Context: an optimization exercise on an open-source flow, tuned for small area. The choices shown serve that exercise and are no tape-out recipe.
Only simulation tests tie the RTL to the original design; equivalence was not proved.
Power is estimated from default activity; no workload was simulated.

## design/flow/config.mk

```make
export PLATFORM = sky130hd
export DESIGN_NAME = acceptance_temperature_tuner
export DESIGN_NICKNAME = acceptance_temperature_tuner
export VERILOG_FILES = /design/flow/design.v
export SDC_FILE = /design/flow/constraint.sdc
export NUM_CORES = 4
export LEC_CHECK = 0
export CAP_MARGIN = 20
export CORE_MARGIN = 2
export CORE_UTILIZATION = 70
export CTS_BUF_LIST = sky130_fd_sc_hd__clkbuf_8
export CTS_CLUSTER_DIAMETER = 120
export CTS_CLUSTER_SIZE = 15
export SLEW_MARGIN = 20
```

## design/flow/constraint.sdc

```tcl
create_clock -name core_clock -period 10.0 [get_ports {i_clk}]
set_input_delay 2.0000 -clock core_clock [delete_from_list [all_inputs] [get_ports {i_clk}]]
set_output_delay 2.0000 -clock core_clock [all_outputs]
set_load 0.01 [all_outputs]
```

## design/flow/design.v

```verilog
package att_pkg;
    typedef logic [31:0] t_temp;      
    typedef logic [16:0] t_pct;       
    typedef logic [15:0] t_factor;    
    typedef logic [23:0] t_runs;
    typedef logic [15:0] t_count;
    typedef logic [1:0]  t_status;
    typedef logic [2:0]  t_cfg_idx;
    typedef logic [31:0] t_cfg_data;
    localparam t_cfg_idx CfgStepInitial   = 3'd0;
    localparam t_cfg_idx CfgStepFactor    = 3'd1;
    localparam t_cfg_idx CfgStepMinimum   = 3'd2;
    localparam t_cfg_idx CfgPctLow        = 3'd3;
    localparam t_cfg_idx CfgPctHigh       = 3'd4;
    localparam t_cfg_idx CfgRunsBase      = 3'd5;
    localparam t_cfg_idx CfgRunsIncrement = 3'd6;
    localparam t_cfg_idx CfgRunsCeiling   = 3'd7;
    localparam t_status StatusContinue = 2'd0;
    localparam t_status StatusSettled  = 2'd1;
    localparam t_status StatusGaveUp   = 2'd2;
    localparam logic KindStart   = 1'b0;
    localparam logic KindMeasure = 1'b1;
    typedef struct packed {
        logic accept_start;
        logic accept_measure;
        logic adjust;
        logic move;
        logic shrink;
        logic sub;
        logic div_init;
        logic div_step;
        logic calc;
        logic load_out;
    } t_cmd;
    typedef struct packed {
        logic over_band;
        logic below_band;
        logic temp_le_step;
        logic temp_lt_step;
    } t_sts;
endpackage
module acceptance_temperature_tuner (
    input  logic        i_clk,
    input  logic        i_rst_n,
    input  logic        i_in_valid,
    output logic        o_in_ready,
    input  logic        i_in_kind,
    input  logic [31:0] i_in_start_temp,
    input  logic [16:0] i_in_measured_pct,
    output logic        o_out_valid,
    input  logic        i_out_ready,
    output logic [31:0] o_out_run_temp,
    output logic [31:0] o_out_end_temp,
    output logic [23:0] o_out_run_length,
    output logic [1:0]  o_out_status,
    input  logic        i_cfg_valid,
    output logic        o_cfg_ready,
    input  logic [2:0]  i_cfg_index,
    input  logic [31:0] i_cfg_data
);
    localparam logic [41:0] EndMul = 42'd4393648464593;
    typedef enum logic [4:0] {
        S_IDLE = 5'd0,
        S_ST1  = 5'd1,
        S_ST2  = 5'd2,
        S_ST3  = 5'd3,
        S_ST4  = 5'd4,
        S_ST5  = 5'd5,
        S_ST6  = 5'd6,
        S_M1   = 5'd7,
        S_M2   = 5'd8,
        S_M3   = 5'd9,
        S_M5   = 5'd10,
        S_SH1  = 5'd11,
        S_SH2  = 5'd12,
        S_LCHK = 5'd13,
        S_MV0  = 5'd14,
        S_MV2  = 5'd15,
        S_SB0  = 5'd16,
        S_SB2  = 5'd17,
        S_SM1  = 5'd18,
        S_SM2  = 5'd19,
        S_RN1  = 5'd20,
        S_RN2  = 5'd21,
        S_RN4  = 5'd22,
        S_RN5  = 5'd23,
        S_EN1  = 5'd24,
        S_FIN  = 5'd25,
        S_M2B  = 5'd26
    } t_state;
    logic [31:0] r_step_initial;
    logic [15:0] r_step_factor;
    logic [31:0] r_step_minimum;
    logic [16:0] r_pct_low;
    logic [16:0] r_pct_high;
    logic [23:0] r_runs_base;
    logic [23:0] r_runs_inc;
    logic [23:0] r_runs_ceiling;
    logic [31:0] r_temp;
    logic [31:0] r_step;
    logic [23:0] r_runs;
    logic [15:0] r_count;
    logic        r_up;
    logic        r_down;
    logic [31:0] r_acc;
    logic [1:0]  r_status;
    logic        r_out_valid;
    logic        r_over;
    logic        r_below;
    logic        r_loop;
    logic        r_sticky;
    logic [5:0]  r_cnt;
    t_state      r_state;
    logic sel_temp, sel_step, sel_count, sel_runs, sel_si, sel_sm, sel_rb, sel_ri;
    logic sel_rc, sel_pl, sel_ph, sel_pct, sel_st;
    logic inv, cin;
    logic [31:0] opb;
    logic [32:0] sum;
    logic [31:0] bus;
    logic        force1;
    logic ld_temp, ld_step, ld_runs, ld_count;
    logic acc_clr, acc_ld, acc_shr, acc_shl;
    logic cnt_clr, cnt_inc;
    t_state n_state;
    logic fbit, cbit, mbit;
    assign fbit = r_step_factor[r_cnt[3:0]];
    assign cbit = r_count[~r_cnt[3:0]];
    assign mbit = EndMul[r_cnt];
    assign opb = ({32{sel_temp}}  & r_temp)
               | ({32{sel_step}}  & r_step)
               | ({32{sel_count}} & {16'b0, r_count})
               | ({32{sel_runs}}  & {8'b0, r_runs})
               | ({32{sel_si}}    & r_step_initial)
               | ({32{sel_sm}}    & r_step_minimum)
               | ({32{sel_rb}}    & {8'b0, r_runs_base})
               | ({32{sel_ri}}    & {8'b0, r_runs_inc})
               | ({32{sel_rc}}    & {8'b0, r_runs_ceiling})
               | ({32{sel_pl}}    & {15'b0, r_pct_low})
               | ({32{sel_ph}}    & {15'b0, r_pct_high})
               | ({32{sel_pct}}   & {15'b0, i_in_measured_pct})
               | ({32{sel_st}}    & i_in_start_temp);
    logic [31:0] addb;
    logic [32:0] bk_g0, bk_p0, bk_g, bk_p;
    assign addb = opb ^ {32{inv}};
    assign bk_g0 = {r_acc & addb, cin};
    assign bk_p0 = {r_acc ^ addb, 1'b0};
    always_comb begin
        bk_g = bk_g0;
        bk_p = bk_p0;
        for (int step = 1; step < 33; step = step * 2) begin
            for (int k = 2 * step - 1; k < 33; k = k + 2 * step) begin
                bk_g[k] = bk_g[k] | (bk_p[k] & bk_g[k - step]);
                bk_p[k] = bk_p[k] & bk_p[k - step];
            end
        end
        for (int step = 16; step >= 1; step = step / 2) begin
            for (int k = 3 * step - 1; k < 33; k = k + 2 * step) begin
                bk_g[k] = bk_g[k] | (bk_p[k] & bk_g[k - step]);
                bk_p[k] = bk_p[k] & bk_p[k - step];
            end
        end
    end
    assign sum = {bk_g[32], bk_p0[32:1] ^ bk_g[31:0]};
    assign bus = sum[31:0] | {32{force1}};
    logic [31:0] acc_d;
    assign acc_d = ({32{acc_ld}}  & sum[31:0])
                 | ({32{acc_shr}} & sum[32:1])
                 | ({32{acc_shl}} & {sum[30:0], 1'b0});
    logic adjust;
    assign adjust = (r_down && r_over) || (r_up && r_below);
    always_comb begin
        n_state   = r_state;
        sel_temp  = 1'b0;
        sel_step  = 1'b0;
        sel_count = 1'b0;
        sel_runs  = 1'b0;
        sel_si    = 1'b0;
        sel_sm    = 1'b0;
        sel_rb    = 1'b0;
        sel_ri    = 1'b0;
        sel_rc    = 1'b0;
        sel_pl    = 1'b0;
        sel_ph    = 1'b0;
        sel_pct   = 1'b0;
        sel_st    = 1'b0;
        inv       = 1'b0;
        cin       = 1'b0;
        force1    = 1'b0;
        ld_temp   = 1'b0;
        ld_step   = 1'b0;
        ld_runs   = 1'b0;
        ld_count  = 1'b0;
        acc_clr   = 1'b0;
        acc_ld    = 1'b0;
        acc_shr   = 1'b0;
        acc_shl   = 1'b0;
        cnt_clr   = 1'b0;
        cnt_inc   = 1'b0;
        o_in_ready = 1'b0;
        case (r_state)
            S_IDLE: begin
                cnt_clr = 1'b1;
                if (r_out_valid) begin
                    acc_ld = 1'b1;
                end else begin
                    acc_clr = 1'b1;
                    if (i_in_valid) n_state = i_in_kind ? S_M1 : S_ST1;
                end
            end
            S_ST1: begin
                o_in_ready = 1'b1;
                sel_st     = 1'b1;
                ld_temp    = i_in_valid;
                n_state    = i_in_valid ? S_ST2 : S_IDLE;
            end
            S_ST2: begin
                sel_si  = 1'b1;
                ld_step = 1'b1;
                n_state = S_ST3;
            end
            S_ST3: begin
                sel_rb  = 1'b1;
                ld_runs = 1'b1;
                n_state = S_ST4;
            end
            S_ST4: begin
                ld_count = 1'b1;
                n_state  = S_ST5;
            end
            S_ST5: begin
                sel_temp = 1'b1;
                acc_ld   = 1'b1;
                n_state  = S_ST6;
            end
            S_ST6: begin
                inv = 1'b1;
                if (sum[32]) acc_ld = 1'b1;
                else acc_clr = 1'b1;
                n_state = S_FIN;
            end
            S_M1: begin
                sel_pct = 1'b1;
                acc_ld  = 1'b1;
                n_state = S_M2;
            end
            S_M2: begin
                sel_pl  = 1'b1;
                inv     = 1'b1;
                cin     = 1'b1;
                acc_clr = 1'b1;
                n_state = S_M2B;
            end
            S_M2B: begin
                sel_pct = 1'b1;
                acc_ld  = 1'b1;
                n_state = S_M3;
            end
            S_M3: begin
                sel_ph     = 1'b1;
                inv        = 1'b1;
                o_in_ready = 1'b1;
                acc_clr    = 1'b1;
                n_state    = i_in_valid ? S_M5 : S_IDLE;
            end
            S_M5: begin
                sel_count = 1'b1;
                cin       = 1'b1;
                ld_count  = !sum[16];
                n_state   = adjust ? S_SH1 : S_MV0;
            end
            S_SH1: begin
                sel_step = fbit;
                acc_shr  = 1'b1;
                cnt_inc  = 1'b1;
                if (r_cnt[3:0] == 4'd15) n_state = S_SH2;
            end
            S_SH2: begin
                ld_step = 1'b1;
                cnt_clr = 1'b1;
                if (r_loop) begin
                    acc_ld  = 1'b1;
                    n_state = S_LCHK;
                end else begin
                    acc_clr = 1'b1;
                    n_state = S_MV0;
                end
            end
            S_LCHK: begin
                sel_temp = 1'b1;
                inv      = 1'b1;
                acc_clr  = 1'b1;
                n_state  = sum[32] ? S_SH1 : S_SB0;
            end
            S_MV0: begin
                if (r_over || r_below) begin
                    sel_temp = 1'b1;
                    acc_ld   = 1'b1;
                    n_state  = S_MV2;
                end else begin
                    acc_clr = 1'b1;
                    n_state = S_RN1;
                end
            end
            S_MV2: begin
                sel_step = 1'b1;
                if (r_over) begin
                    force1  = sum[32];
                    ld_temp = 1'b1;
                    acc_clr = 1'b1;
                    n_state = S_RN1;
                end else begin
                    inv     = 1'b1;
                    acc_clr = 1'b1;
                    if (sum[32]) begin
                        n_state = S_SB0;
                    end else begin
                        cnt_clr = 1'b1;
                        n_state = S_SH1;
                    end
                end
            end
            S_SB0: begin
                sel_temp = 1'b1;
                acc_ld   = 1'b1;
                n_state  = S_SB2;
            end
            S_SB2: begin
                sel_step = 1'b1;
                inv      = 1'b1;
                cin      = 1'b1;
                ld_temp  = 1'b1;
                acc_clr  = 1'b1;
                n_state  = S_SM1;
            end
            S_SM1: begin
                sel_step = 1'b1;
                acc_ld   = 1'b1;
                n_state  = S_SM2;
            end
            S_SM2: begin
                sel_sm  = 1'b1;
                inv     = 1'b1;
                cin     = 1'b1;
                acc_clr = 1'b1;
                n_state = S_RN1;
            end
            S_RN1: begin
                sel_runs = 1'b1;
                acc_ld   = 1'b1;
                n_state  = S_RN2;
            end
            S_RN2: begin
                sel_rc  = 1'b1;
                inv     = 1'b1;
                cin     = 1'b1;
                acc_clr = 1'b1;
                cnt_clr = 1'b1;
                n_state = sum[32] ? S_EN1 : S_RN4;
            end
            S_RN4: begin
                sel_ri  = cbit;
                cnt_inc = 1'b1;
                if (r_cnt[3:0] == 4'd15) begin
                    acc_ld  = 1'b1;
                    n_state = S_RN5;
                end else begin
                    acc_shl = 1'b1;
                end
            end
            S_RN5: begin
                sel_rb  = 1'b1;
                force1  = r_sticky || (sum[31:24] != 8'd0);
                ld_runs = 1'b1;
                acc_clr = 1'b1;
                cnt_clr = 1'b1;
                n_state = S_EN1;
            end
            S_EN1: begin
                sel_temp = mbit;
                acc_shr  = 1'b1;
                cnt_inc  = 1'b1;
                if (r_cnt == 6'd41) n_state = S_FIN;
            end
            S_FIN: begin
                acc_ld  = 1'b1;
                n_state = S_IDLE;
            end
            default: begin
                n_state = S_IDLE;
            end
        endcase
    end
    logic [31:0] cfg_d0, cfg_d1;
    logic [7:0]  cfg_en;
    assign cfg_d0 = i_cfg_data & {32{i_rst_n}};
    assign cfg_d1 = i_cfg_data | {32{~i_rst_n}};
    always_comb begin
        for (int k = 0; k < 8; k++) begin
            cfg_en[k] = !i_rst_n || (i_cfg_valid && (i_cfg_index == 3'(k)));
        end
    end
    localparam logic [31:0] RvStepInitial = 32'd65536;
    localparam logic [31:0] RvStepFactor  = 32'd32768;
    localparam logic [31:0] RvStepMinimum = 32'd1;
    localparam logic [31:0] RvPctLow      = 32'd19661;
    localparam logic [31:0] RvPctHigh     = 32'd32768;
    localparam logic [31:0] RvRunsBase    = 32'd1000;
    localparam logic [31:0] RvRunsInc     = 32'd100;
    localparam logic [31:0] RvRunsCeiling = 32'd10000;
    logic [31:0] cfg_si, cfg_sf, cfg_sm, cfg_pl, cfg_ph, cfg_rb, cfg_ri, cfg_rc;
    assign cfg_si = (cfg_d1 & RvStepInitial) | (cfg_d0 & ~RvStepInitial);
    assign cfg_sf = (cfg_d1 & RvStepFactor)  | (cfg_d0 & ~RvStepFactor);
    assign cfg_sm = (cfg_d1 & RvStepMinimum) | (cfg_d0 & ~RvStepMinimum);
    assign cfg_pl = (cfg_d1 & RvPctLow)      | (cfg_d0 & ~RvPctLow);
    assign cfg_ph = (cfg_d1 & RvPctHigh)     | (cfg_d0 & ~RvPctHigh);
    assign cfg_rb = (cfg_d1 & RvRunsBase)    | (cfg_d0 & ~RvRunsBase);
    assign cfg_ri = (cfg_d1 & RvRunsInc)     | (cfg_d0 & ~RvRunsInc);
    assign cfg_rc = (cfg_d1 & RvRunsCeiling) | (cfg_d0 & ~RvRunsCeiling);
    always_ff @(posedge i_clk) begin
        if (cfg_en[0]) r_step_initial <= cfg_si;
        if (cfg_en[1]) r_step_factor  <= cfg_sf[15:0];
        if (cfg_en[2]) r_step_minimum <= cfg_sm;
        if (cfg_en[3]) r_pct_low      <= cfg_pl[16:0];
        if (cfg_en[4]) r_pct_high     <= cfg_ph[16:0];
        if (cfg_en[5]) r_runs_base    <= cfg_rb[23:0];
        if (cfg_en[6]) r_runs_inc     <= cfg_ri[23:0];
        if (cfg_en[7]) r_runs_ceiling <= cfg_rc[23:0];
    end
    logic [31:0] bus_d;
    assign bus_d = bus & {32{i_rst_n}};
    always_ff @(posedge i_clk) begin
        if (ld_temp  || !i_rst_n) r_temp  <= bus_d;
        if (ld_step  || !i_rst_n) r_step  <= bus_d;
        if (ld_runs  || !i_rst_n) r_runs  <= bus_d[23:0];
        if (ld_count || !i_rst_n) r_count <= bus_d[15:0];
    end
    always_ff @(posedge i_clk) begin
        if (!i_rst_n) begin
            r_state     <= S_IDLE;
            r_out_valid <= 1'b0;
            r_up        <= 1'b0;
            r_down      <= 1'b0;
        end else begin
            r_state <= n_state;
            if (r_state == S_FIN) r_out_valid <= 1'b1;
            else if (i_out_ready) r_out_valid <= 1'b0;
            if (r_state == S_ST4) begin
                r_up   <= 1'b0;
                r_down <= 1'b0;
            end
            if (r_state == S_MV0) begin
                r_up   <= r_over;
                r_down <= !r_over && r_below;
            end
        end
    end
    always_ff @(posedge i_clk) begin
        if (r_state == S_M2) r_below <= !sum[32];
        if (r_state == S_M3) r_over <= sum[32];
        if (r_state == S_ST4 || r_state == S_M3) r_status <= 2'd0;
        if (r_state == S_MV0 && !r_over && !r_below) r_status <= 2'd1;
        if (r_state == S_SM2 && !sum[32]) r_status <= 2'd2;
        if (r_state == S_MV2) r_loop <= 1'b1;
        else if (r_state == S_IDLE) r_loop <= 1'b0;
        if (r_state == S_RN2) r_sticky <= 1'b0;
        else if (r_state == S_RN4 && sum[31:24] != 8'd0) r_sticky <= 1'b1;
        if (cnt_clr) r_cnt <= '0;
        else if (cnt_inc) r_cnt <= r_cnt + 6'd1;
        r_acc <= acc_d;
    end
    assign o_cfg_ready      = 1'b1;
    assign o_out_valid      = r_out_valid;
    assign o_out_run_temp   = r_temp;
    assign o_out_end_temp   = r_acc;
    assign o_out_run_length = r_runs;
    assign o_out_status     = r_status;
endmodule
```

## design/flow/flow/run.sh

```bash
#!/bin/bash
# The standard layout (standard.sh: ORFS synthesis to finish), except that
# the port buffers are made from the smallest buffer cell instead of the
# clkdlybuf4s50_1 that buffer_ports picks by default. Every port still gets a
# buffer. ORFS writes each step's log under orfs/logs; the make output goes
# to standard.log here.
set -o pipefail
export BUFFER_PORTS_ARGS="-buffer_cell sky130_fd_sc_hd__buf_1"
bash standard.sh > standard.log 2>&1
```

## design/flow/standard.sh

```bash
#!/bin/bash
# synth_recipe.tcl (not shown) runs the flow's synth.tcl, then flattens the netlist and writes it again
# the make line also repeats each setting of config.mk as NAME=value (left out here)
make -C /OpenROAD-flow-scripts/flow DESIGN_CONFIG=/design/flow/config.mk WORK_HOME=/design/flow/orfs CLKGATE_MAP_FILE= SYNTH_SCRIPT=/design/flow/synth_recipe.tcl "${@:-finish}"
```

==> results of run 1 <==
[cell usage after synthesis (all sizes together), types with 4 or more instances]
master    n
edfxtp  292
nor4      5
a21boi   22
xnor2    25
dfxtp    50
mux2i     4
a211oi    4
nor3     11
inv      19
o21a     20
a21oi    23
o21ai    38
ha       35
buf      19
a31oi     5
nor2b     9
and2     39
fa       17
o221ai   20
a221oi   48
nor2     51
nand2   121
o22ai     5
a21o      9
clkbuf   58
xor2     36
nand4    28
mux4     10
nand3    11
a222oi   16
a22oi    80
nand2b   26
[cell families after synthesis]
logic type / count (synthesis)
AOI/OAI and AO/OA: 322
xor gates and xnor gates: 61
adders and majority gates: 52
buffers and inverters: 98
DFF: 342
muxes: 14
other: 1
and+or+nand+nor: 315
[sequential cells by signal, indices dropped and copies added, names as in the netlist, 16 cells and up]
name	count
r_runs_ceiling	24
r_runs	24
r_count	16
r_pct_high	17
r_step	32
r_acc	32
r_runs_base	24
r_step_initial	32
r_temp	32
r_runs_inc	24
r_step_minimum	32
r_step_factor	16
r_pct_low	17
[power by group through the flow]
stage	Sequential, mW	Clock, mW	Combinational (mW)
after floorplan	2.15	0	1.13
after CTS	2.17	0.687	1.76
after global placement	2.20	0	1.72
after global routing	2.20	0.730	1.95
after detailed placement	2.20	0	1.75
final	2.18	0.689	1.81
[final timing paths]
check                           startpoint                       end  slack (ns)  cells past startpoint
setup reg to reg     r_cnt[0]$_SDFFE_PP0P_      r_step[10]$_DFFE_PP_        1.29                     26
hold reg to reg   r_status[0]$_SDFFE_PP0P_  r_status[0]$_SDFFE_PP0P_        0.49                      2
hold / removal    r_status[0]$_SDFFE_PP0P_  r_status[0]$_SDFFE_PP0P_        0.49                      2
setup / recovery     r_cnt[0]$_SDFFE_PP0P_      r_step[10]$_DFFE_PP_        1.29                     26
[stage by stage]
stage          setup slack (ns)  power (mW)  hold slack [ns]
2_1_floorplan              2.89        3.28            0.469
6_report                   1.29        4.68            0.488
5_1_grt                   0.779        4.88            0.546
4_1_cts                    1.39        4.61            0.490
3_3_place_gp               1.74        3.91            0.453
3_5_place_dp               1.44        3.95            0.472
[critical path: cells and delay by family (launching register included)]
family / cells / cell delay [ns]
AOI/OAI and AO/OA: 13 / 3.34
and+or+nand+nor: 6 / 1.97
DFF: 1 / 0.72
xor gates and xnor gates: 1 / 0.24
buffers and inverters: 2 / 0.73
adders and majority gates: 3 / 1.19
muxes: 1 / 0.14
[per-layer routing]
metal  vias up  global-route usage [%]
met1      5573                    55.5
met5         -                       0
li1       5018                       -
met2       850                    55.9
met3        73                    7.49
met4         0                    10.1
[layout by cell type, fill, tap and decap left out, types with 4 or more instances in the layout]
| cell | synthesis | routed |
|---|---|---|
| nand4_1 | 28 | 28 |
| ha_1 | 35 | 35 |
| a31oi_1 | 5 | 5 |
| a21boi_0 | 22 | 22 |
| a221oi_1 | 21 | 21 |
| buf_4 | 2 | 33 |
| a221oi_2 | 27 | 27 |
| buf_1 | 7 | 180 |
| nand3_1 | 11 | 11 |
| mux4_1 | 7 | 7 |
| nand2b_1 | 26 | 26 |
| mux2i_1 | 4 | 4 |
| nand2_1 | 121 | 121 |
| nor3_2 | 1 | 4 |
| nor2_1 | 51 | 50 |
| o21ai_4 | 0 | 5 |
| xnor2_1 | 25 | 25 |
| a222oi_1 | 16 | 16 |
| o22ai_1 | 5 | 5 |
| nor2b_1 | 9 | 9 |
| and2_1 | 39 | 39 |
| xor2_1 | 36 | 36 |
| edfxtp_1 | 292 | 292 |
| dfxtp_1 | 50 | 50 |
| clkbuf_8 | 0 | 26 |
| a211oi_1 | 4 | 4 |
| o21a_1 | 20 | 20 |
| nor3_1 | 10 | 7 |
| a21o_1 | 9 | 9 |
| a22oi_1 | 80 | 80 |
| a21oi_1 | 23 | 23 |
| fa_1 | 17 | 17 |
| inv_1 | 19 | 39 |
| o221ai_1 | 20 | 20 |
| o21ai_0 | 36 | 30 |
[cell type report]
class                           instances  area (um2)  area share [%]
Sequential cell                       342        9770            55.8
Multi-Input combinational cell        765        5900            33.7
Timing Repair Buffer                  215         956            5.46
Clock buffer                           26         358            2.04
Tap cell                              285         357            2.04
Clock inverter                         22        88.8           0.508
Inverter                               21        78.8           0.450
==> qor.yml, run 1 <==
status:
  outcome: "timing/DRC/antenna clean"
yosys:
  async_flop_share_pct: 0
  synthTopCellsByArea: "edfxtp_1 (55%), dfxtp_1 (6.3%), a22oi_1 (3.8%), nand2_1 (2.9%), ha_1 (2.7%)"
  yosys.area_share.simple_pct: 9.63
  syn_area_um2: 15900
  ys_ff_latch: 342
  synth_top_family_by_area: "compound AO/OA/AOI/OAI gates"
  synth-xor-area-share_pct: 3.35
  synth_edf_count: 292
  yosys.area.top_type_share_pct: 55.0
  synth_compound_area_share_pct: 16.4
  synth_top_area_cell: "edfxtp_1"
  yosys_warnings: 1
  synthMuxAreaShare_pct: 1.83
  syn_area_per_cell_um2: 13.2
  ys.flop_type: "edfxtp_1"
  yosys.cell_types.count: 72
  synth_nets: 1347
  syn_inst: 1205
  seq_area_frac_synth_pct: 61.3
  synthAdderAreaFrac_pct: 4.88
placed_design:
  globalplace.congestion: 0.948
  placed_area_um2: 17000
  port_buffers: 181
  post-place-cells: 1627
  dp_hpwl_um: 30500
power_and_ir_drop:
  internal-power_mw: 2.81
  power_density_nw_per_um2: 267
  power.share.sequential_pct: 46.6
  power.leakage_nw: 6.17
  pwr-share-comb_pct: 38.7
  ir_drop_v: 0.000169
  switchingPower_mw: 1.86
  swShare_pct: 39.8
  clkPwrFrac_pct: 14.7
sta:
  slew-limit-headroom_pct: 28.4
  setup_tns_ns: 0
  min_period_over_period_pct: 87.1
  tightest_slew_ns: 1.07
  period_needed_ns: 8.71
  hold_viol: 0
  rsz0062_at_grt: "false"
  drv_slew: 0
  finalSetupViolCount: 0
  skew_ns: 0.0266
  max_freq_mhz: 115
floorplan:
  dieArea_um2: 24000
  die_h_um: 155
  fp.coreArea_um2: 22500
  start_util_pct: 70.8
  boundaryPins: 183
  die_width_um: 155
  num_rows: 55
final_layout:
  instances_no_fill: 1676
  stdcell_area_um2: 17500
  fin_util_pct: 77.8
  area_growth_pct: 9.86
  n_antenna_cell: 0
  fill_cells: 1412
  drive_above_1_share_pct: 8.20
  layout.nets: 1513
worst_setup_path:
  cp-start-kind: "flip-flop"
  critPathSlowestCell: "o41ai_4"
  cp_max_fo: 23
  critPathCaptureType: "flip-flop"
  worstPathArrival_ns: 8.94
  critPathKind: "reg2reg"
  timing.critical_path.mode_cell: "o21ai_0"
  crit_required_ns: 10.23
  critPathMaxStageDelay_ns: 0.85
clocking:
  cts_resized: 0
  numClockSinks: 342
  cts_tree: "built"
  clkTransAtPathRegs_ns: 0.11
  postCtsSetupBuffers: 0
  cts_root_buffer: "clkbuf_8"
  cts_hold_buf: 0
  clockBufferDepth: 3
  cts_buffers: 26
  clk_latency_ns: 0.60
  htree_levels: 1
routing:
  wl_um: 44100
  wire_per_inst_um: 26.3
  drt_iter0_markers: 1642
  wl_met3_um: 5690
  drtPass1Iterations: 5
  drtAntennaViolNets: 0
  wl_met1_um: 17300
  highest_layer: "met4"
  wl_met2_um: 20100
  via_per_inst: 6.87
  vias: 11514
  drcViolationCount: 0
grt:
  grt_pass1_vias: 10971
  grt_max_degree: 84
  grt_pass1_wl_um: 66100
  grt_usage_pct: 36.9
  antenna_found_initial: 0
  grt.overflow.total: 0
min_path:
  hp-class: "reg2reg"
job:
  max_cap_violations: 0
==> run 2, diff against run 1 <==
--- a/design/flow/config.mk
+++ b/design/flow/config.mk
@@ -7,7 +7,7 @@
 export LEC_CHECK = 0
 export CAP_MARGIN = 20
 export CORE_MARGIN = 2
-export CORE_UTILIZATION = 70
+export CORE_UTILIZATION = 60
 export CTS_BUF_LIST = sky130_fd_sc_hd__clkbuf_8
 export CTS_CLUSTER_DIAMETER = 120
 export CTS_CLUSTER_SIZE = 15
==> run 2 against run 1 <==
Net effect: register-to-register slack got worse by 0.17 ns; critical path type unchanged; sequential power about the same; still clean; wire length increased by 3.4%; final cell count increased by 3.0%.
==> qor.yml, run 2 <==
routing:
  drt_iter0_markers: 1581  # was 1642
  via_per_inst: 6.63  # was 6.87
  drcViolationCount: 0  # unchanged
  wire_per_inst_um: 26.4  # was 26.3 um
  highest_layer: "met4"  # unchanged
  wl_met2_um: 20200  # was 20100 um
  wl_met1_um: 19600  # was 17300 um
  drtPass1Iterations: 6  # was 5
  vias: 11442  # was 11514
  wl_met3_um: 4750  # was 5690 um
  drtAntennaViolNets: 0  # unchanged
  wl_um: 45600  # was 44100 um
yosys:
  synthTopCellsByArea: "edfxtp_1 (55%), dfxtp_1 (6.3%), a22oi_1 (3.8%), nand2_1 (2.9%), ha_1 (2.7%)"  # unchanged
  syn_area_per_cell_um2: 13.2  # unchanged
  yosys.cell_types.count: 72  # unchanged
  ys.flop_type: "edfxtp_1"  # unchanged
  yosysMostFrequentCell: "edfxtp_1"  # unchanged
  yosys_warnings: 1  # unchanged
  async_flop_share_pct: 0  # unchanged
  seq_area_frac_synth_pct: 61.3  # unchanged
  synth_common_cells: "edfxtp_1 (292), nand2_1 (121), a22oi_1 (80)"  # unchanged
  synth_top_area_cell: "edfxtp_1"  # unchanged
  synth_edf_count: 292  # unchanged
  syn_area_um2: 15900  # unchanged
  syn_inst: 1205  # unchanged
  yosys.area.top_type_share_pct: 55.0  # unchanged
  synth_nets: 1347  # unchanged
  ys_ff_latch: 342  # unchanged
worst_setup_path:
  cp-start-kind: "flip-flop"  # unchanged
  crit_buf_inv: 2  # unchanged
  critPathSlowestCell: "o41ai_4"  # unchanged
  r2r_cells: 25  # was 26
  worstPathArrival_ns: 9.13  # was 8.94 ns
  critPathCaptureType: "flip-flop"  # unchanged
  rr_endpoint: "r_temp[6]$_DFFE_PP_"  # was r_step[10]$_DFFE_PP_
  timing.critical_path.mode_cell: "o21ai_0"  # unchanged
  critPathKind: "reg2reg"  # unchanged
  critPathMaxStageDelay_ns: 0.74  # was 0.85 ns
  cp_max_fo: 25  # was 23
  crit_required_ns: 10.26  # was 10.23 ns
  r2r_start: "r_cnt[0]$_SDFFE_PP0P_"  # unchanged
  critPathTopFamily: "compound AO/OA/AOI/OAI gates"  # unchanged
  rrSetupSlack_ns: 1.12  # was 1.29 ns
min_path:
  min_from: "r_status[0]$_SDFFE_PP0P_"  # unchanged
  min_to: "r_status[0]$_SDFFE_PP0P_"  # unchanged
  hp-class: "reg2reg"  # unchanged
  holdPathStages: 2  # unchanged
power_and_ir_drop:
  internal-power_mw: 2.81  # about the same
  pwr-share-comb_pct: 38.6  # was 38.7%
  ir_drop_v: 0.000215  # was 0.000169 V
  power_density_nw_per_um2: 268  # was 267 nW/um2
  power.leakage_nw: 6.17  # about the same
  swShare_pct: 40.3  # was 39.8%
  clkPwrFrac_pct: 15.0  # was 14.7%
  switchingPower_mw: 1.90  # was 1.86 mW
  power.share.sequential_pct: 46.4  # was 46.6%
sta:
  rsz0062_at_grt: "false"  # unchanged
  min_period_over_period_pct: 88.8  # was 87.1%
  setup_tns_ns: 0  # unchanged
  skew_ns: 0.0303  # was 0.0266 ns
  finalSetupViolCount: 0  # unchanged
  period_needed_ns: 8.88  # was 8.71 ns
  max_freq_mhz: 113  # was 115 MHz
  hold_viol: 0  # unchanged
  slew-limit-headroom_pct: 30.2  # was 28.4%
  drv_slew: 0  # unchanged
  tightest_slew_ns: 1.04  # was 1.07 ns
grt:
  grt_pass1_wl_um: 67700  # was 66100 um
  grt_usage_pct: 32.3  # was 36.9%
  grt_pass1_vias: 10611  # was 10971
  grt.overflow.total: 0  # unchanged
  grt_max_degree: 50  # was 84
  antenna_found_initial: 0  # unchanged
clocking:
  cts_buffers: 26  # unchanged
  clk_latency_ns: 0.62  # was 0.60 ns
  cts_tree: "built"  # unchanged
  cts_hold_buf: 0  # unchanged
  htree_levels: 1  # unchanged
  cts_root_buffer: "clkbuf_8"  # unchanged
  clkTransAtPathRegs_ns: 0.11  # about the same
  cts_resized: 0  # unchanged
  numClockSinks: 342  # unchanged
  postCtsSetupBuffers: 0  # unchanged
  clockBufferDepth: 3  # unchanged
status:
  outcome: "timing/DRC/antenna clean"  # unchanged
floorplan:
  die_h_um: 167  # was 155 um
  num_rows: 59  # was 55
  die_width_um: 167  # was 155 um
  dieArea_um2: 27900  # was 24000 um2
  start_util_pct: 61.1  # was 70.8%
  fp.coreArea_um2: 26100  # was 22500 um2
  boundaryPins: 183  # unchanged
job:
  max_cap_violations: 0  # unchanged
final_layout:
  layout.nets: 1514  # was 1513
  final_common_cell: "edfxtp_1"  # unchanged
  drive_above_1_share_pct: 8.26  # was 8.20%
  fin_util_pct: 67.3  # was 77.8%
  area_growth_pct: 10.1  # was 9.86%
  n_antenna_cell: 0  # unchanged
  mostFrequentLayoutCells: "edfxtp_1 (292), buf_1 (180), nand2_1 (121)"  # unchanged
placed_design:
  dp_hpwl_um: 31600  # was 30500 um
  globalplace.congestion: 0.929  # was 0.948
  port_buffers: 181  # unchanged
[run 2: worst max path at each step]
| stage | startpoint | endpoint | slack [ns] | cells after the start |
|---|---|---|---|---|
| CTS | r_cnt[0]$_SDFFE_PP0P_ | r_temp[6]$_DFFE_PP_ | 1.18 | 25 |
| global route | r_cnt[0]$_SDFFE_PP0P_ | r_count[8]$_DFFE_PP_ | 0.66 | 25 |
| floorplan | i_in_start_temp[9] | r_acc[14]$_DFF_P_ | 2.89 | 24 |
| finish | r_cnt[0]$_SDFFE_PP0P_ | r_temp[6]$_DFFE_PP_ | 1.12 | 25 |
| detailed placement | r_cnt[0]$_SDFFE_PP0P_ | r_count[6]$_DFFE_PP_ | 1.22 | 25 |
| global placement | r_cnt[0]$_SDFFE_PP0P_ | r_step[6]$_DFFE_PP_ | 1.48 | 25 |
[run 2: power by group through the flow]
stage	combinational (mW)	sequential (mW)	clock [mW]
finish	1.81	2.18	0.705
global route	1.95	2.20	0.756
CTS	1.79	2.17	0.708
detailed placement	1.78	2.20	0
global placement	1.76	2.20	0
floorplan	1.13	2.15	0
[run 2: per-stage QoR]
stage	instances	total power [mW]	setup slack [ns]	instance area (um2)	hold slack [ns]
floorplan	1205	3.28	2.89	15900	0.469
global placement	1679	3.97	1.48	17100	0.456
detailed placement	1679	3.98	1.22	17100	0.463
CTS	1727	4.67	1.18	17500	0.481
global route	1727	4.92	0.661	17500	0.516
finish	1727	4.70	1.12	17500	0.484
[run 2: per-layer routing]
layer  up-vias  global-route usage, %
li1       5031                      -
met1      5677                   50.3
met2       666                   47.6
met3        68                   5.99
met4         0                   7.08
met5         -                      0
[run 2: final cells by class]
| cell class | count | area (um2) |
|---|---|---|
| sequential | 342 | 9770 |
| fill | 1993 | 8520 |
| multi-input combinational | 765 | 5870 |
| timing repair buffer | 216 | 943 |
| tap | 335 | 419 |
| clock buffer | 26 | 358 |
| clock inverter | 22 | 96.3 |
| inverter | 21 | 78.8 |
[run 2: worst min-delay path, delay by kind of cell, from the launching register on]
| family | cells | cell delay, ns |
|---|---|---|
| DFF | 1 | 0.33 |
| AOI/OAI and AO/OA | 1 | 0.06 |
| and+or+nand+nor | 1 | 0.06 |
[run 2: kinds of logic (layout without fill, tap and decap cells)]
kind of cell,Yosys count,in the layout,synth area share [%]
flip-flops,342,342,61.3
AO/OA/AOI/OAI,322,322,16.4
AND/OR/NAND/NOR,315,315,9.63
buffers and inverters,98,285,2.55
XOR/XNOR,61,61,3.35
adder cells (fa/ha/maj),52,52,4.88
multiplexers,14,14,1.83
other,1,1,0.0235
==> run 3, diff against run 2 <==
--- a/design/flow/config.mk
+++ b/design/flow/config.mk
@@ -8,7 +8,7 @@
 export CAP_MARGIN = 20
 export CORE_MARGIN = 2
 export CORE_UTILIZATION = 60
-export CTS_BUF_LIST = sky130_fd_sc_hd__clkbuf_8
+export CTS_BUF_LIST = sky130_fd_sc_hd__clkbuf_4 sky130_fd_sc_hd__clkbuf_8
 export CTS_CLUSTER_DIAMETER = 120
 export CTS_CLUSTER_SIZE = 15
 export SLEW_MARGIN = 20
==> run 3 against run 2 <==
Net effect: highest routed layer unchanged; clock skew fell by 0.00083 ns; combinational power barely moved; critical path type unchanged; die area is the same; global-route usage about the same; non-clock buffer count stayed put; sequential power hardly changed; first-iteration DRC count rose by 3.5%; fmax increased by 0.84%; still clean on timing, DRC and antenna; final cell count did not move; worst setup slack improved by 0.074 ns.
==> qor.yml, run 3 <==
clocking:
  cts_resized: 0  # unchanged
  cts_buffers: 26  # unchanged
  postCtsSetupBuffers: 0  # unchanged
  clockBufferDepth: 3  # unchanged
  clkTransAtPathRegs_ns: 0.11  # about the same
  cts_tree: "built"  # unchanged
  htree_levels: 1  # unchanged
  numClockSinks: 342  # unchanged
  cts_hold_buf: 0  # unchanged
  cts_root_buffer: "clkbuf_8"  # unchanged
  clk_latency_ns: 0.61  # was 0.62 ns
sta:
  period_needed_ns: 8.80  # was 8.88 ns
  skew_ns: 0.0294  # was 0.0303 ns
  tightest_slew_ns: 1.04  # about the same
  max_freq_mhz: 114  # was 113 MHz
  rsz0062_at_grt: "false"  # unchanged
  drv_slew: 0  # unchanged
  min_period_over_period_pct: 88.0  # was 88.8%
  finalSetupViolCount: 0  # unchanged
  hold_viol: 0  # unchanged
  setup_tns_ns: 0  # unchanged
  slew-limit-headroom_pct: 30.7  # was 30.2%
yosys:
  ys_ff_latch: 342  # unchanged
  yosys.cell_types.count: 72  # unchanged
  synth_top_area_cell: "edfxtp_1"  # unchanged
  synth_nets: 1347  # unchanged
  yosysMostFrequentCell: "edfxtp_1"  # unchanged
  yosys_warnings: 1  # unchanged
  syn_area_per_cell_um2: 13.2  # unchanged
  synth_common_cells: "edfxtp_1 (292), nand2_1 (121), a22oi_1 (80)"  # unchanged
  async_flop_share_pct: 0  # unchanged
  ys.flop_type: "edfxtp_1"  # unchanged
  syn_inst: 1205  # unchanged
  yosys.area.top_type_share_pct: 55.0  # unchanged
  syn_area_um2: 15900  # unchanged
  seq_area_frac_synth_pct: 61.3  # unchanged
  synthTopCellsByArea: "edfxtp_1 (55%), dfxtp_1 (6.3%), a22oi_1 (3.8%), nand2_1 (2.9%), ha_1 (2.7%)"  # unchanged
  synth_edf_count: 292  # unchanged
floorplan:
  fp.coreArea_um2: 26100  # unchanged
  boundaryPins: 183  # unchanged
  start_util_pct: 61.1  # unchanged
  die_width_um: 167  # unchanged
  die_h_um: 167  # unchanged
  num_rows: 59  # unchanged
  dieArea_um2: 27900  # unchanged
min_path:
  min_from: "r_status[0]$_SDFFE_PP0P_"  # unchanged
  hp-class: "reg2reg"  # unchanged
power_and_ir_drop:
  p_total_mw: 4.77  # was 4.70 mW
  power.share.sequential_pct: 45.7  # was 46.4%
  power_density_nw_per_um2: 271  # was 268 nW/um2
  pwr-share-comb_pct: 38.0  # was 38.6%
  internal-power_mw: 2.88  # was 2.81 mW
  power.leakage_nw: 6.15  # was 6.17 nW
  swShare_pct: 39.7  # was 40.3%
  clkPwrFrac_pct: 16.3  # was 15.0%
  ir_drop_v: 0.000214  # was 0.000215 V
  switchingPower_mw: 1.89  # was 1.90 mW
routing:
  drcViolationCount: 0  # unchanged
  via_per_inst: 6.60  # was 6.63
  wl_um: 45600  # about the same
  drt_iter0_markers: 1637  # was 1581
  drtPass1Iterations: 6  # unchanged
  wire_per_inst_um: 26.4  # about the same
  drtAntennaViolNets: 0  # unchanged
  vias: 11400  # was 11442
grt:
  grt_max_degree: 50  # unchanged
  grt_pass1_wl_um: 67700  # unchanged
  met2_usage_pct: 47.4  # was 47.6%
  grt.overflow.total: 0  # unchanged
  grt_pass1_vias: 10596  # was 10611
  met1_usage_pct: 50.6  # was 50.3%
  busiest_layer: "met1"  # unchanged
  grt_usage_pct: 32.2  # was 32.3%
  antenna_found_initial: 0  # unchanged
  grt_util_met3_pct: 5.92  # was 5.99%
final_layout:
  instances_no_fill: 1727  # unchanged
  mostFrequentLayoutCells: "edfxtp_1 (292), buf_1 (180), nand2_1 (121)"  # unchanged
  drive_above_1_share_pct: 9.70  # was 8.26%
  final_common_cell: "edfxtp_1"  # unchanged
  area_growth_pct: 10.5  # was 10.1%
  fin_util_pct: 67.6  # was 67.3%
  fill_cells: 1978  # was 1993
  n_antenna_cell: 0  # unchanged
  layout.nets: 1514  # unchanged
worst_setup_path:
  cp_max_fo: 25  # unchanged
  critPathCaptureType: "flip-flop"  # unchanged
  critPathMaxStageDelay_ns: 0.74  # about the same
  endpoint: "r_temp[6]$_DFFE_PP_"  # unchanged
  critPathSlowestCell: "o41ai_4"  # unchanged
  crit_buf_inv: 2  # unchanged
  rrSetupSlack_ns: 1.20  # was 1.12 ns
  cp-start-kind: "flip-flop"  # unchanged
  critPathTopFamily: "compound AO/OA/AOI/OAI gates"  # unchanged
  timing.critical_path.mode_cell: "o21ai_0"  # unchanged
  crit_cells: 25  # unchanged
  r2r_start: "r_cnt[0]$_SDFFE_PP0P_"  # unchanged
  critPathKind: "reg2reg"  # unchanged
  r2r_cells: 25  # unchanged
  rr_endpoint: "r_temp[6]$_DFFE_PP_"  # unchanged
  worstPathArrival_ns: 9.05  # was 9.13 ns
  crit_required_ns: 10.25  # was 10.26 ns
  crit_start: "r_cnt[0]$_SDFFE_PP0P_"  # unchanged
job:
  max_cap_violations: 0  # unchanged
placed_design:
  post-place-cells: 1679  # unchanged
  port_buffers: 181  # unchanged
  globalplace.congestion: 0.929  # unchanged
  dp_hpwl_um: 31600  # unchanged
status:
  outcome: "timing/DRC/antenna clean"  # unchanged
run 3: cell counts after synthesis:
No cell type changed its count.
run 3: worst register-to-register path: cells and delay by family (launching register included):
kind	cells	cell delay, ns
buf+inv	2	0.74
simple gates	5	1.76
xor+xnor	1	0.19
fa+ha+maj	3	1.23
flops	1	0.71
mux	1	0.13
compound gates	13	3.68
run 3: final cells by class:
type / count / area [um2] / share of cell area (%)
inverters: 21 / 78.8 / 0.448
repair buffers: 216 / 943 / 5.36
multi-input cells: 765 / 5870 / 33.3
clock buffers: 46 / 508 / 2.88
flip-flops and latches: 342 / 9770 / 55.5
well taps: 335 / 419 / 2.38
clock inverters: 2 / 21.3 / 0.121
run 3: metal layers:
layer	part of all wire [%]	wire [um]
met1	42	19200
met2	44	20200
met3	11	5060
met4	2.4	1110
met5	0	0
run 3: how the worst min path moves through the flow:
stage / endpoint / cells past startpoint
floorplan: r_sticky$_SDFFE_PP0P_ / 2
global placement: r_status[0]$_SDFFE_PP0P_ / 2
detailed placement: r_status[0]$_SDFFE_PP0P_ / 2
CTS: r_status[0]$_SDFFE_PP0P_ / 2
global route: r_status[0]$_SDFFE_PP0P_ / 2
finish: r_status[0]$_SDFFE_PP0P_ / 2
run 3: stage by stage:
| step | hold WS [ns] | area [um2] | worst slack, ns |
|---|---|---|---|
| after floorplan | 0.469 | 15900 | 2.89 |
| after global placement | 0.456 | 17100 | 1.48 |
| after detailed placement | 0.463 | 17100 | 1.22 |
| after CTS | 0.481 | 17600 | 1.18 |
| after global routing | 0.516 | 17600 | 0.665 |
| final | 0.483 | 17600 | 1.20 |
run 3: kinds of logic after synthesis:
kind of cell / count (synthesis) / synth area share (%)
flip-flops: 342 / 61.3
AO/OA/AOI/OAI: 322 / 16.4
AND/OR/NAND/NOR: 315 / 9.63
buffers and inverters: 98 / 2.55
XOR/XNOR: 61 / 3.35
adder cells (fa/ha/maj): 52 / 4.88
multiplexers: 14 / 1.83
other: 1 / 0.0235
run 3: power by group through the flow:
stage / registers [mW] / clock network (mW) / logic [mW]
after floorplan: 2.15 / 0 / 1.13
after global placement: 2.20 / 0 / 1.76
after detailed placement: 2.20 / 0 / 1.78
after CTS: 2.17 / 0.782 / 1.79
after global routing: 2.21 / 0.829 / 1.95
final: 2.18 / 0.779 / 1.81
==> run 4, diff against run 3 <==
==> design/flow/config.mk (replaced) <==
export PLATFORM = sky130hd
export DESIGN_NAME = acceptance_temperature_tuner
export DESIGN_NICKNAME = acceptance_temperature_tuner
export VERILOG_FILES = /design/flow/design.v
export SDC_FILE = /design/flow/constraint.sdc
export NUM_CORES = 4
export LEC_CHECK = 0
export CAP_MARGIN = 0
export CORE_MARGIN = 2
export CORE_UTILIZATION = 60
export CTS_BUF_LIST = sky130_fd_sc_hd__clkbuf_8
export CTS_CLUSTER_DIAMETER = 50
export CTS_CLUSTER_SIZE = 16
export SLEW_MARGIN = 0
==> run 4 against run 3 <==
Net effect: combinational power about the same; flip-flop and latch count unchanged; synthesized cell count unchanged; total power up 4.3%; worst setup slack worse by 0.095 ns; core utilization up 0.92 points; non-clock buffer count unchanged; highest routed layer unchanged; sequential share of layout area down 0.75 points; fmax down 1.1%; clock-buffer cell count down 9.
==> qor.yml, run 4 <==
status:
  outcome: "timing/DRC/antenna clean"  # unchanged
sta:
  hold_viol: 0  # unchanged
  skew_ns: 0.0304  # was 0.0294 ns
  finalSetupViolCount: 0  # unchanged
  rsz0062_at_grt: "false"  # unchanged
  tightest_slew_ns: 1.06  # was 1.04 ns
  worst_slack_ns: 1.10  # was 1.20 ns
  period_needed_ns: 8.90  # was 8.80 ns
  setup_tns_ns: 0  # unchanged
  max_freq_mhz: 112  # was 114 MHz
  drv_slew: 0  # unchanged
  min_period_over_period_pct: 89.0  # was 88.0%
  hold_slack_ns: 0.480  # was 0.483 ns
  slew-limit-headroom_pct: 28.9  # was 30.7%
clocking:
  cts_hold_buf: 0  # unchanged
  cts_buffers: 35  # was 26
  cts_tree: "built"  # unchanged
  cts_resized: 0  # unchanged
  htree_levels: 2  # was 1
  clk_latency_ns: 0.56  # was 0.61 ns
  cts_root_buffer: "clkbuf_8"  # unchanged
  postCtsSetupBuffers: 0  # unchanged
  numClockSinks: 342  # unchanged
  clockBufferDepth: 3  # unchanged
  clkTransAtPathRegs_ns: 0.09  # was 0.11 ns
worst_setup_path:
  critPathCaptureType: "flip-flop"  # unchanged
  crit_start: "r_cnt[0]$_SDFFE_PP0P_"  # unchanged
  timing.critical_path.mode_cell: "o21ai_0"  # unchanged
  crit_buf_inv: 2  # unchanged
  critPathSlowestCell: "o41ai_4"  # unchanged
  worstPathArrival_ns: 9.09  # was 9.05 ns
  critPathMaxStageDelay_ns: 0.75  # was 0.74 ns
  critPathKind: "reg2reg"  # unchanged
  cp_max_fo: 25  # unchanged
  r2r_start: "r_cnt[0]$_SDFFE_PP0P_"  # unchanged
  critPathTopFamily: "compound AO/OA/AOI/OAI gates"  # unchanged
  crit_required_ns: 10.19  # was 10.25 ns
  cp-start-kind: "flip-flop"  # unchanged
yosys:
  synth_common_cells: "edfxtp_1 (292), nand2_1 (121), a22oi_1 (80)"  # unchanged
  async_flop_share_pct: 0  # unchanged
  yosys.cell_types.count: 72  # unchanged
  synthTopCellsByArea: "edfxtp_1 (55%), dfxtp_1 (6.3%), a22oi_1 (3.8%), nand2_1 (2.9%), ha_1 (2.7%)"  # unchanged
  yosysMostFrequentCell: "edfxtp_1"  # unchanged
  synth_edf_count: 292  # unchanged
  syn_area_um2: 15900  # unchanged
  yosys.area.top_type_share_pct: 55.0  # unchanged
  ys.flop_type: "edfxtp_1"  # unchanged
  syn_inst: 1205  # unchanged
  synth_top_area_cell: "edfxtp_1"  # unchanged
  ys_ff_latch: 342  # unchanged
  seq_area_frac_synth_pct: 61.3  # unchanged
  syn_area_per_cell_um2: 13.2  # unchanged
  synth_nets: 1347  # unchanged
  yosys_warnings: 1  # unchanged
final_layout:
  layout.nets: 1523  # was 1514
  fill_cells: 1940  # was 1978
  drive_above_1_share_pct: 10.2  # was 9.70%
  mostFrequentLayoutCells: "edfxtp_1 (292), buf_1 (180), nand2_1 (121)"  # unchanged
  n_antenna_cell: 0  # unchanged
  fin_util_pct: 68.5  # was 67.6%
  final_common_cell: "edfxtp_1"  # unchanged
  area_growth_pct: 12.1  # was 10.5%
floorplan:
  boundaryPins: 183  # unchanged
  die_width_um: 167  # unchanged
  fp.coreArea_um2: 26100  # unchanged
  die_h_um: 167  # unchanged
  num_rows: 59  # unchanged
  dieArea_um2: 27900  # unchanged
  start_util_pct: 61.1  # unchanged
routing:
  vias: 11424  # was 11400
  wire_per_inst_um: 26.3  # was 26.4 um
  wl_um: 45900  # was 45600 um
  drcViolationCount: 0  # unchanged
  via_per_inst: 6.56  # was 6.60
  drtAntennaViolNets: 0  # unchanged
  drt_iter0_markers: 1433  # was 1637
  drtPass1Iterations: 7  # was 6
grt:
  grt_usage_pct: 32.5  # was 32.2%
  grt_pass1_wl_um: 67700  # about the same
  grt_max_degree: 50  # unchanged
  antenna_found_initial: 0  # unchanged
  grt.overflow.total: 0  # unchanged
  grt_pass1_vias: 10712  # was 10596
power_and_ir_drop:
  power_density_nw_per_um2: 279  # was 271 nW/um2
  power.leakage_nw: 6.26  # was 6.15 nW
  ir_drop_v: 0.000219  # was 0.000214 V
  p_total_mw: 4.98  # was 4.77 mW
placed_design:
  globalplace.congestion: 0.929  # unchanged
  dp_hpwl_um: 31600  # unchanged
  port_buffers: 181  # unchanged
  preCtsSetupSlack_ns: 1.22  # unchanged
min_path:
  min_from: "r_status[0]$_SDFFE_PP0P_"  # unchanged
  hp-class: "reg2reg"  # unchanged
job:
  max_cap_violations: 0  # unchanged
[run 4: cell counts after synthesis]
Identical to the previous run, type by type.
[run 4: power by group]
group	internal [mW]	total, mW	switching, mW
clock network	0.447	0.974	0.526
registers	1.95	2.19	0.238
logic	0.611	1.82	1.21
[run 4: layer usage]
layer,vias to the layer above,track usage (%),part of all wire (%)
li1,5063,-,-
met1,5589,48.7,41
met2,698,47.7,45
met3,74,8.98,12
met4,0,7.50,2.1
met5,-,0,0
[run 4: layout make-up]
type	instances	area, um2	area share (%)
multi-input combinational	765	5870	32.9
timing repair buffer	216	943	5.28
clock inverter	25	260	1.46
clock buffer	37	509	2.85
inverter	21	78.8	0.442
sequential	342	9770	54.7
tap	335	419	2.35
[run 4: final timing paths]
path,to,cells past startpoint,slack (ns)
worst max register to register,r_step[6]$_DFFE_PP_,25,1.10
worst min register to register,r_status[0]$_SDFFE_PP0P_,2,0.48
worst min-delay path,r_status[0]$_SDFFE_PP0P_,2,0.48
worst max-delay path,r_step[6]$_DFFE_PP_,25,1.10
[run 4: worst reg2reg max path: stages (launching register included)]
cell and delay (ns):
dfxtp_1 0.71, inv_1 0.22, ha_1 0.37, mux2i_1 0.13, o21ai_0 0.08, o21ai_0 0.15
o21ai_0 0.23, o41ai_4 0.76, buf_4 0.54, a221oi_2 0.15, xor2_1 0.19, ha_1 0.35
a2111oi_0 0.53, a211o_1 0.26, a21oi_1 0.08, o32a_1 0.40, o211a_1 0.23, or4_1 0.44
a41o_1 0.27, fa_1 0.53, nor2_1 0.13, nand4_1 0.10, nor4_1 0.44, o32ai_1 0.18
nand3_1 0.67, a21boi_0 0.41
[run 4: kinds of logic (layout without fill, tap and decap cells)]
logic type | Yosys count | count (layout) | synth area share, %
fa+ha+maj | 52 | 52 | 4.88
other cells | 1 | 1 | 0.0235
simple gates | 315 | 315 | 9.63
compound gates | 322 | 322 | 16.4
flops | 342 | 342 | 61.3
mux | 14 | 14 | 1.83
xor+xnor | 61 | 61 | 3.35
buf+inv | 98 | 299 | 2.55
[run 4: metrics by stage]
step	instance area (um2)	std cells
6_report	17900	1741
5_1_grt	17900	1741
4_1_cts	17900	1741
3_5_place_dp	17100	1679
3_3_place_gp	17100	1679
2_1_floorplan	15900	1205

==> re-timing with driven ports <==
The flow's constraints put no driver on any port. The routed layouts listed below were extracted and timed again, unchanged, in two steps.
Step 1 (the two cells are an assumption about what drives the block):
set clk [get_ports {i_clk}]
set_driving_cell -lib_cell sky130_fd_sc_hd__clkbuf_16 $clk
set_driving_cell -lib_cell sky130_fd_sc_hd__buf_2 [delete_from_list [all_inputs] $clk]
Step 2 also shifts input and output timing later by t, the mid clock arrival at the registers, as if the neighbouring blocks saw the same clock.
Three values: no drivers, after step 1, after step 2; two values: the first two.
run	t (ns)	setup slack, ns	hold WS [ns]
run 1	0.631	1.291 / 1.291 / 1.291	0.488 / 0.488 / 0.488
run 2	0.650	1.124 / 1.124 / 1.124	0.484 / 0.484 / 0.484
run 3	0.646	1.198 / 1.198 / 1.198	0.483 / 0.483 / 0.483
run 4	0.591	1.103 / 1.103 / 1.103	0.480 / 0.480 / 0.480
After both steps setup and hold are still met in every run listed.
